Context: an optimization exercise on an open-source flow, tuned for a short achievable clock period and few clock cycles. The choices shown serve that exercise and are no tape-out recipe. Only simulation tests tie the RTL to the original design; equivalence was not proved. Power and IR drop assume default switching activity.

<file path="design/flow/config.mk">
export PLATFORM = sky130hd
export DESIGN_NAME = rv_core
export DESIGN_NICKNAME = rv_core
export VERILOG_FILES = /design/flow/design.v
export SDC_FILE = /design/flow/constraint.sdc
export NUM_CORES = 4
export LEC_CHECK = 0
export CAP_MARGIN = 20
export CORE_MARGIN = 2
export CORE_UTILIZATION = 40
export SLEW_MARGIN = 20
</file>
<file path="design/flow/constraint.sdc">
create_clock -name core_clock -period 9.0 [get_ports {clock}]
set_input_delay 1.8000 -clock core_clock [delete_from_list [all_inputs] [get_ports {clock}]]
set_output_delay 1.8000 -clock core_clock [all_outputs]
set_load 0.01 [all_outputs]
</file>
<file path="design/flow/design.v">
package rv_core_pkg;
	localparam int xlen = 32;
	typedef struct packed {
		logic [6:0] funct_7;
		logic [4:0] rs_2;
		logic [4:0] rs_1;
		logic [2:0] funct_3;
		logic [4:0] rd;
		logic [4:0] op;
		logic [1:0] low;
	} inst_t;
	typedef logic [4:0] reg_index_t;
	localparam logic [4:0] op_lui     = 5'b01101;
	localparam logic [4:0] op_jal     = 5'b11011;
	localparam logic [4:0] op_branch  = 5'b11000;
	localparam logic [4:0] op_store   = 5'b01000;
	localparam logic [4:0] op_alu_imm = 5'b00100;
	localparam logic [4:0] op_alu_reg = 5'b01100;
	localparam logic [2:0] f3_add  = 3'b000;
	localparam logic [2:0] f3_sll  = 3'b001;
	localparam logic [2:0] f3_slt  = 3'b010;
	localparam logic [2:0] f3_sltu = 3'b011;
	localparam logic [2:0] f3_xor  = 3'b100;
	localparam logic [2:0] f3_srl  = 3'b101;
	localparam logic [2:0] f3_or   = 3'b110;
	localparam logic [2:0] f3_and  = 3'b111;
	localparam logic [2:0] f3_beq  = 3'b000;
	localparam logic [2:0] f3_bne  = 3'b001;
	localparam logic [2:0] f3_blt  = 3'b100;
	localparam logic [2:0] f3_bge  = 3'b101;
	localparam logic [2:0] f3_bltu = 3'b110;
	localparam logic [2:0] f3_bgeu = 3'b111;
	typedef enum logic [3:0] {
		alu_add, alu_sub, alu_sll, alu_slt, alu_sltu, alu_xor,
		alu_srl, alu_sra, alu_or, alu_and, alu_pass
	} alu_op_t;
	typedef enum logic [2:0] {
		br_none, br_beq, br_bne, br_blt, br_bge, br_bltu, br_bgeu
	} branch_op_t;
	typedef struct packed {
		logic [xlen-1:0] pc;
		inst_t           inst;
	} fetch_item_t;
	typedef struct packed {
		logic [xlen-1:0] pc;
		logic [xlen-1:0] value_1;
		logic [xlen-1:0] value_2;
		reg_index_t      rs_1;
		reg_index_t      rs_2;
		reg_index_t      rd;
		logic [xlen-1:0] imm;
		logic [3:0]      alu_op;
		branch_op_t      branch_op;
		logic            use_imm;
		logic            is_jal;
		logic            is_store;
		logic            writes_rd;
	} decode_item_t;
endpackage
import rv_core_pkg::*;
module fetch_unit
#(
	parameter logic [rv_core_pkg::xlen-1:0] reset_pc = '0
) (
	input  logic            clock,
	input  logic            rst,
	input  rv_core_pkg::inst_t           inst_in,
	input  logic            inst_ack,
	output logic [rv_core_pkg::xlen-1:0] pc_out,
	output logic            inst_strobe,
	input  logic            stall,
	input  logic            take_jump,
	input  logic [rv_core_pkg::xlen-1:0] jump_target,
	output logic            item_valid,
	output rv_core_pkg::fetch_item_t     item
);
	logic [xlen-1:0] pc;
	logic            started;
	logic            discard;
	logic            delivered;
	assign inst_strobe = started && !stall;
	assign delivered = inst_strobe && inst_ack;
	assign pc_out = pc;
	assign item_valid = delivered && !discard;
	assign item = {pc, inst_in};
	always_ff @(posedge clock) begin
		if (rst) begin
			pc <= reset_pc;
			started <= 1'b0;
			discard <= 1'b0;
		end else begin
			started <= 1'b1;
			if (take_jump) begin
				pc <= jump_target;
				discard <= inst_strobe && !inst_ack;
			end else if (delivered) begin
				if (!discard)
					pc <= pc + 32'd4;
				discard <= 1'b0;
			end
		end
	end
endmodule
module stage_register #(
	parameter int width = 1
) (
	input  logic     clock,
	input  logic     rst,
	input  logic     hold,
	input  logic     flush,
	input  logic     in_valid,
	input  logic [width-1:0] in_item,
	output logic     out_valid,
	output logic [width-1:0] out_item
);
	always_ff @(posedge clock) begin
		if (rst) begin
			out_valid <= 1'b0;
		end else if (!hold) begin
			out_valid <= in_valid && !flush;
		end
	end
	always_ff @(posedge clock) begin
		if (!hold)
			out_item <= in_item;
	end
endmodule
import rv_core_pkg::*;
module decode_unit
(
	input  logic            in_valid,
	input  rv_core_pkg::fetch_item_t     in_item,
	output rv_core_pkg::reg_index_t      rd_index_1,
	output rv_core_pkg::reg_index_t      rd_index_2,
	input  logic [rv_core_pkg::xlen-1:0] rd_value_1,
	input  logic [rv_core_pkg::xlen-1:0] rd_value_2,
	output logic            out_valid,
	output rv_core_pkg::decode_item_t    out_item
);
	logic [31:0] raw;
	logic [xlen-1:0] imm_i, imm_s, imm_b, imm_j, imm_u;
	logic alt;
	function automatic logic [3:0] alu_select(input logic [2:0] funct_3, input logic alt_form,
			input logic reg_form);
		logic [3:0] op;
		case (funct_3)
			f3_add:  op = (alt_form && reg_form) ? alu_sub : alu_add;
			f3_sll:  op = alu_sll;
			f3_slt:  op = alu_slt;
			f3_sltu: op = alu_sltu;
			f3_xor:  op = alu_xor;
			f3_srl:  op = alt_form ? alu_sra : alu_srl;
			f3_or:   op = alu_or;
			f3_and:  op = alu_and;
			default: op = alu_add;
		endcase
		alu_select = op;
	endfunction
	assign raw = in_item.inst;
	assign alt = in_item.inst.funct_7[5];
	assign imm_i = {{20{raw[31]}}, raw[31:20]};
	assign imm_s = {{20{raw[31]}}, raw[31:25], raw[11:7]};
	assign imm_b = {{19{raw[31]}}, raw[31], raw[7], raw[30:25], raw[11:8], 1'b0};
	assign imm_j = {{11{raw[31]}}, raw[31], raw[19:12], raw[20], raw[30:21], 1'b0};
	assign imm_u = {raw[31:12], 12'b0};
	assign rd_index_1 = in_item.inst.rs_1;
	assign rd_index_2 = in_item.inst.rs_2;
	assign out_valid = in_valid;
	always_comb begin
		out_item = '0;
		out_item.pc = in_item.pc;
		out_item.value_1 = rd_value_1;
		out_item.value_2 = rd_value_2;
		out_item.rs_1 = in_item.inst.rs_1;
		out_item.rs_2 = in_item.inst.rs_2;
		out_item.rd = in_item.inst.rd;
		out_item.imm = imm_i;
		out_item.alu_op = alu_add;
		out_item.branch_op = br_none;
		case (in_item.inst.op)
			op_lui: begin
				out_item.imm = imm_u;
				out_item.alu_op = alu_pass;
				out_item.use_imm = 1'b1;
				out_item.writes_rd = 1'b1;
			end
			op_jal: begin
				out_item.imm = imm_j;
				out_item.value_2 = in_item.pc + 32'd4;
				out_item.rs_2 = '0;
				out_item.alu_op = alu_pass;
				out_item.is_jal = 1'b1;
				out_item.writes_rd = 1'b1;
			end
			op_branch: begin
				out_item.imm = imm_b;
				case (in_item.inst.funct_3)
					f3_beq:  out_item.branch_op = br_beq;
					f3_bne:  out_item.branch_op = br_bne;
					f3_blt:  out_item.branch_op = br_blt;
					f3_bge:  out_item.branch_op = br_bge;
					f3_bltu: out_item.branch_op = br_bltu;
					f3_bgeu: out_item.branch_op = br_bgeu;
					default: out_item.branch_op = br_none;
				endcase
			end
			op_store: begin
				out_item.imm = imm_s;
				out_item.is_store = 1'b1;
			end
			op_alu_imm: begin
				out_item.alu_op = alu_select(in_item.inst.funct_3, alt, 1'b0);
				out_item.use_imm = 1'b1;
				out_item.writes_rd = 1'b1;
			end
			op_alu_reg: begin
				out_item.alu_op = alu_select(in_item.inst.funct_3, alt, 1'b1);
				out_item.writes_rd = 1'b1;
			end
			default: begin
				out_item.writes_rd = 1'b0;
			end
		endcase
	end
endmodule
import rv_core_pkg::*;
module register_file
(
	input  logic            clock,
	input  logic            rst,
	input  rv_core_pkg::reg_index_t      rd_index_1,
	input  rv_core_pkg::reg_index_t      rd_index_2,
	output logic [rv_core_pkg::xlen-1:0] rd_value_1,
	output logic [rv_core_pkg::xlen-1:0] rd_value_2,
	input  logic            wr_en,
	input  rv_core_pkg::reg_index_t      wr_index,
	input  logic [rv_core_pkg::xlen-1:0] wr_value
);
	logic [xlen-1:0] registers [32];
	always_ff @(posedge clock) begin
		if (rst) begin
			for (int i = 0; i < 32; i++)
				registers[i] <= '0;
		end else if (wr_en && wr_index != '0) begin
			registers[wr_index] <= wr_value;
		end
	end
	always_comb begin
		if (rd_index_1 == '0)
			rd_value_1 = '0;
		else if (wr_en && wr_index == rd_index_1)
			rd_value_1 = wr_value;
		else
			rd_value_1 = registers[rd_index_1];
		if (rd_index_2 == '0)
			rd_value_2 = '0;
		else if (wr_en && wr_index == rd_index_2)
			rd_value_2 = wr_value;
		else
			rd_value_2 = registers[rd_index_2];
	end
endmodule
import rv_core_pkg::*;
module execute_unit
#(
	parameter int addr_bits = 30
) (
	input  logic                 clock,
	input  logic                 rst,
	input  logic                 in_valid,
	input  rv_core_pkg::decode_item_t         in_item,
	output logic                 stall,
	output logic                 take_jump,
	output logic [rv_core_pkg::xlen-1:0]      jump_target,
	output logic                 wr_en,
	output rv_core_pkg::reg_index_t           wr_index,
	output logic [rv_core_pkg::xlen-1:0]      wr_value,
	output logic [addr_bits-1:0] addr,
	output logic [rv_core_pkg::xlen-1:0]      data_out,
	output logic [3:0]           select,
	output logic                 write,
	output logic                 data_strobe,
	input  logic                 data_ack
);
	logic            await_ack;
	logic            active;
	logic            prev_valid;
	rv_core_pkg::reg_index_t prev_rd;
	logic [xlen-1:0] prev_result;
	logic [xlen-1:0] left, right, operand_b, result, full_addr;
	logic            condition;
	assign stall = await_ack;
	assign active = in_valid && !await_ack;
	assign left = (prev_valid && prev_rd != '0 && prev_rd == in_item.rs_1)
		? prev_result : in_item.value_1;
	assign right = (prev_valid && prev_rd != '0 && prev_rd == in_item.rs_2)
		? prev_result : in_item.value_2;
	assign operand_b = in_item.use_imm ? in_item.imm : right;
	always_comb begin
		case (in_item.alu_op)
			alu_add:  result = left + operand_b;
			alu_sub:  result = left - operand_b;
			alu_sll:  result = left << operand_b[4:0];
			alu_slt:  result = xlen'($signed(left) < $signed(operand_b));
			alu_sltu: result = xlen'(left < operand_b);
			alu_xor:  result = left ^ operand_b;
			alu_srl:  result = left >> operand_b[4:0];
			alu_sra:  result = $signed(left) >>> operand_b[4:0];
			alu_or:   result = left | operand_b;
			alu_and:  result = left & operand_b;
			alu_pass: result = operand_b;
			default:  result = '0;
		endcase
	end
	always_comb begin
		case (in_item.branch_op)
			br_beq:  condition = left == right;
			br_bne:  condition = left != right;
			br_blt:  condition = $signed(left) < $signed(right);
			br_bge:  condition = $signed(left) >= $signed(right);
			br_bltu: condition = left < right;
			br_bgeu: condition = left >= right;
			default: condition = 1'b0;
		endcase
	end
	assign take_jump = active && (in_item.is_jal || condition);
	assign jump_target = in_item.pc + in_item.imm;
	assign wr_en = active && in_item.writes_rd;
	assign wr_index = in_item.rd;
	assign wr_value = result;
	assign full_addr = left + in_item.imm;
	assign select = 4'b1111;
	assign write = data_strobe;
	always_ff @(posedge clock) begin
		if (rst) begin
			await_ack <= 1'b0;
			data_strobe <= 1'b0;
			prev_valid <= 1'b0;
		end else begin
			if (active && in_item.is_store) begin
				await_ack <= 1'b1;
				data_strobe <= 1'b1;
			end else if (await_ack && data_ack) begin
				await_ack <= 1'b0;
				data_strobe <= 1'b0;
			end
			if (wr_en)
				prev_valid <= 1'b1;
		end
	end
	always_ff @(posedge clock) begin
		if (active && in_item.is_store) begin
			addr <= full_addr[addr_bits+1:2];
			data_out <= right;
		end
		if (wr_en) begin
			prev_rd <= wr_index;
			prev_result <= result;
		end
	end
endmodule
import rv_core_pkg::*;
module rv_core
#(
	parameter int              addr_bits = 30,
	parameter logic [rv_core_pkg::xlen-1:0] reset_pc  = '0
) (
	input  logic                 clock,
	input  logic                 rst,
	output logic [rv_core_pkg::xlen-1:0]      pc_out,
	output logic                 inst_strobe,
	input  logic [rv_core_pkg::xlen-1:0]   inst_in,
	input  logic                 inst_ack,
	output logic [addr_bits-1:0] addr,
	output logic [rv_core_pkg::xlen-1:0]      data_out,
	output logic [3:0]           select,
	output logic                 write,
	output logic                 data_strobe,
	input  logic                 data_ack
);
	logic            stall;
	logic            take_jump;
	logic [xlen-1:0] jump_target;
	logic            fetch_valid, fetched_valid;
	rv_core_pkg::fetch_item_t fetch_item, fetched_item;
	logic            decode_valid, decoded_valid;
	rv_core_pkg::decode_item_t decode_item, decoded_item;
	rv_core_pkg::reg_index_t rd_index_1, rd_index_2;
	logic [xlen-1:0] rd_value_1, rd_value_2;
	logic            wr_en;
	rv_core_pkg::reg_index_t wr_index;
	logic [xlen-1:0] wr_value;
	fetch_unit #(.reset_pc(reset_pc)) fetch_unit_i (
		.clock, .rst, .inst_in, .inst_ack, .pc_out, .inst_strobe,
		.stall, .take_jump, .jump_target,
		.item_valid(fetch_valid), .item(fetch_item)
	);
	stage_register #(.width($bits(fetch_item))) fetch_buffer (
		.clock, .rst, .hold(stall), .flush(take_jump),
		.in_valid(fetch_valid), .in_item(fetch_item),
		.out_valid(fetched_valid), .out_item(fetched_item)
	);
	decode_unit decode_unit_i (
		.in_valid(fetched_valid), .in_item(fetched_item),
		.rd_index_1, .rd_index_2, .rd_value_1, .rd_value_2,
		.out_valid(decode_valid), .out_item(decode_item)
	);
	stage_register #(.width($bits(decode_item))) decode_buffer (
		.clock, .rst, .hold(stall), .flush(take_jump),
		.in_valid(decode_valid), .in_item(decode_item),
		.out_valid(decoded_valid), .out_item(decoded_item)
	);
	register_file register_file_i (
		.clock, .rst, .rd_index_1, .rd_index_2, .rd_value_1, .rd_value_2,
		.wr_en, .wr_index, .wr_value
	);
	execute_unit #(.addr_bits(addr_bits)) execute_unit_i (
		.clock, .rst, .in_valid(decoded_valid), .in_item(decoded_item),
		.stall, .take_jump, .jump_target, .wr_en, .wr_index, .wr_value,
		.addr, .data_out, .select, .write, .data_strobe, .data_ack
	);
endmodule
</file>
<file path="design/flow/run.sh">
#!/bin/bash
# synth_recipe.tcl (not shown) runs the flow's synth.tcl, then flattens the netlist and writes it again
# the make line also repeats each setting of config.mk as NAME=value (left out here)
make -C /OpenROAD-flow-scripts/flow DESIGN_CONFIG=/design/flow/config.mk WORK_HOME=/design/flow/orfs CLKGATE_MAP_FILE= SYNTH_SCRIPT=/design/flow/synth_recipe.tcl finish
</file>
==> run notes <==
-- path summary, 6_finish.rpt --
path	from	cells after the start	slack (ns)	endpoint
max	execute_unit_i.prev_rd[3]	23	1.61	register_file_i.registers[23][20]
min	fetch_buffer.out_item[33]	0	0.47	decode_buffer.out_item[123]
max reg2reg	execute_unit_i.prev_rd[3]	23	1.61	register_file_i.registers[23][20]
min reg2reg	fetch_buffer.out_item[33]	0	0.47	decode_buffer.out_item[123]
-- where the power goes --
group	total [uW]	internal (uW)	switching [uW]
clock	6240	3500	2740
combinational	4700	1420	3280
sequential	7560	7360	209
total	18500	12300	6230
-- cell usage after synthesis (48+ instances only) --
cell	instances	area share
nor2_1	1259	0.060
a211oi_1	122	0.012
buf_2	114	0.0072
mux2i_1	148	0.019
nand2_1	300	0.014
xnor2_1	97	0.011
mux4_2	644	0.18
nor3_1	52	0.0033
nor2b_1	62	0.0049
clkbuf_1	302	0.014
dfxtp_1	48	0.012
ha_1	191	0.030
inv_1	170	0.0081
edfxtp_1	1339	0.51
o21ai_0	133	0.0084
a21o_1	61	0.0058
a21oi_1	197	0.013
mux2_2	92	0.013
buf_1	67	0.0032
-- logic make-up after synthesis --
logic type,count (synthesis),share of synthesized area
simple gates,1887,0.101
mux,886,0.216
buf+inv,695,0.0369
xor+xnor,139,0.0154
compound gates,876,0.0771
other cells,2,0.0000953
fa+ha+maj,194,0.0311
flops,1387,0.522
-- state kept, by name, summed over array words and instances (netlist names), 5 cells and up, named ones only --
signal	count
execute_unit_i.addr	30
fetch_unit_i.pc	32
execute_unit_i.prev_result	32
decode_buffer.out_item	154
execute_unit_i.data_out	32
fetch_buffer.out_item	62
execute_unit_i.prev_rd	5
register_file_i.registers	1024
-- metrics by stage --
| stage | total power (uW) | utilization |
|---|---|---|
| after CTS | 18400 | 0.451 |
| after global routing | 19000 | 0.452 |
| after floorplan | 10400 | - |
| final | 18500 | 0.452 |
| after detailed placement | 12200 | 0.426 |
| after global placement | 12200 | 0.426 |
-- worst max-delay path, delay by kind of cell (launching register included) --
kind	cells	cell delay (ns)
XOR/XNOR	1	0.17
buffers and inverters	5	1.44
AND/OR/NAND/NOR	6	2.28
AO/OA/AOI/OAI	9	2.11
adder cells (fa/ha/maj)	2	0.59
flip-flops	1	0.43
-- area by class of cell --
type                            count  area (um2)  share of cell area
Sequential cell                  1387       41200               0.467
Multi-Input combinational cell   4018       35300               0.400
Clock buffer                      192        4010              0.0454
Tap cell                         2624        3280              0.0372
Timing Repair Buffer              329        2900              0.0329
Clock inverter                     86         896              0.0101
Inverter                          180         688             0.00780
Antenna cell                        4        10.0            0.000113
-- cell usage in the layout (no fill, tap or decap), drive strengths merged, types with 33 or more instances in the layout --
master / instances
o21ai: 144
a211oi: 131
mux2i: 150
ha: 191
dfxtp: 48
clkbuf: 192
and3: 33
inv: 185
xor2: 42
edfxtp: 1339
nand2: 301
nor2b: 62
conb: 36
o211ai: 41
clkdlybuf4s50: 129
a21o: 61
mux4: 644
a21oi: 199
nor2: 1260
mux2: 92
buf: 200
nand3: 45
clkinv: 67
nor3: 57
xnor2: 97
-- metal layers --
metal / up-vias / track usage
met2: 3605 / 0.448
li1: 23100 / -
met4: 0 / 0.151
met5: - / 0
met3: 665 / 0.0741
met1: 28500 / 0.374
==> results.cfg <==
[placement]
gp_congestion = 1.01
io_buffers = 130
dp_slack_ns = 1.79
placed_cells = 8537
place_hpwl_mm = 189
postPlaceCellArea_um2 = 83300

[pwr]
powerDensity_nw_per_um2 = 210
irDropWorstVdd_mv = 0.207
power_leakage_uw = 0.0323

[route]
wl_per_cell_um = 33.1
topRoutingLayerUsed = met4
firstDrtPassIters = 7
wl_met3_mm = 33.5
vias_per_cell = 6.33
first_iter_violations = 7789
ant_nets = 0
vias = 55900
wl_mm = 292
wl_met1_mm = 108
post-route-drc-count = 0
met2_length_mm = 134

[global_route]
overflow = 0
antenna_found_initial = 6
grt_max_degree = 119
track_usage = 0.289
first_global_vias = 54500
grt_pass1_wl_mm = 408

[sta]
hold_viol = 0
fmax_ghz = 0.135
maxSlewViolCount = 0
rsz0062_at_grt = no
finalCritPeriodShare = 0.822
fin_crit_ns = 7.39
tns_ns = 0
worstMarginPinSlew_ns = 1.22
hold_ws_ns = 0.468
setup_slack_ns = 1.61
maxSlewHeadroom = 0.163
skew_ns = 0.0605
setup_viol = 0

[cts]
hold_buffers = 0
post-cts-setup-buffer-count = 0
cts-htree-levels = 4
cts_buffers = 151
cts_resized = 0
root_buffer = clkbuf_16
cts.sinks = 1387
clk_latency_ns = 0.84
cts_tree = done
clkTransAtPathRegs_ns = 0.07
ctsLongestPathBuffers = 3

[logic_synthesis]
synthFlopType = edfxtp_1
synth_cell_types = 102
avgSynthCellArea_um2 = 13.0
synth-edff-count = 1339
syn-instance-count = 6066
synth_warnings = 6
ys_seq_elements = 1387
ys_async_sr_fraction = 0
synth_area_um2 = 78800
ys_seq_area_frac = 0.522

[die]
die_w_um = 448
io_pins = 137
die_h_um = 448
initial_utilization = 0.403
die_area_um2 = 201000
coreArea_um2 = 195000
core.rowCount = 162

[worst_setup_path]
crit_top_cell = buf_4
worstSetupPathType = reg -> reg
cp_max_fo = 16
slowest_stage = or4b_2
path_cells = xor2_1 > or4b_2 > nor2_4 > buf_4 > a21oi_1 > buf_4 > inv_1 > ha_1 > fa_1 > nor2b_1 > o211ai_1 > and3_1 > o31ai_1 > o41ai_1 > buf_4 > o21ai_0 > a21o_1 > a211oi_1 > o21ai_0 > o2111ai_1 > nor3_4 > buf_4 > nor2_1
required_ns = 9.51
end_kind = flip-flop
slowest_delay_ns = 0.76
cp-start-kind = flip-flop
crit_arrival_ns = 7.90

[outcome]
outcome = timing/DRC/antenna clean

[cells_and_area]
finalInstanceArea_um2 = 88300
drive_gt1_frac = 0.210
synthToLayoutAreaGrowth_pct = 12.0
n_fill_cell = 17500
final_nets = 6297
final_cells = 8820

[run]
max_cap_violations = 0

[min_path]
hold_path_class = reg -> reg
Testbench counts, summed over its fixed seeds: cycles 57,413.

[port drivers added, routing unchanged]
No port has a modelled driver above. Below, the same layout with a new extraction and two added sets of constraints. Step 1 assumes that a clkbuf_16 drives the clock port and a buf_2 every other input. Step 2 times the ports against the registers' clock, not the clock port: input delays grow and output delays shrink by t, the midpoint of the rising clock arrivals with the driver on. Three values: ideal, step 1, step 2; two values: the first two.
shift t [ns]: 0.885
setup WS [ns]: 1.606 / 1.606 / 1.606
latest minus earliest clock arrival (ns): 0.065 / 0.065
After both steps this run still meets setup and hold. For this run, drivers alone change the setup slack by 0.000 ns; drivers and shift together by 0.000 ns.
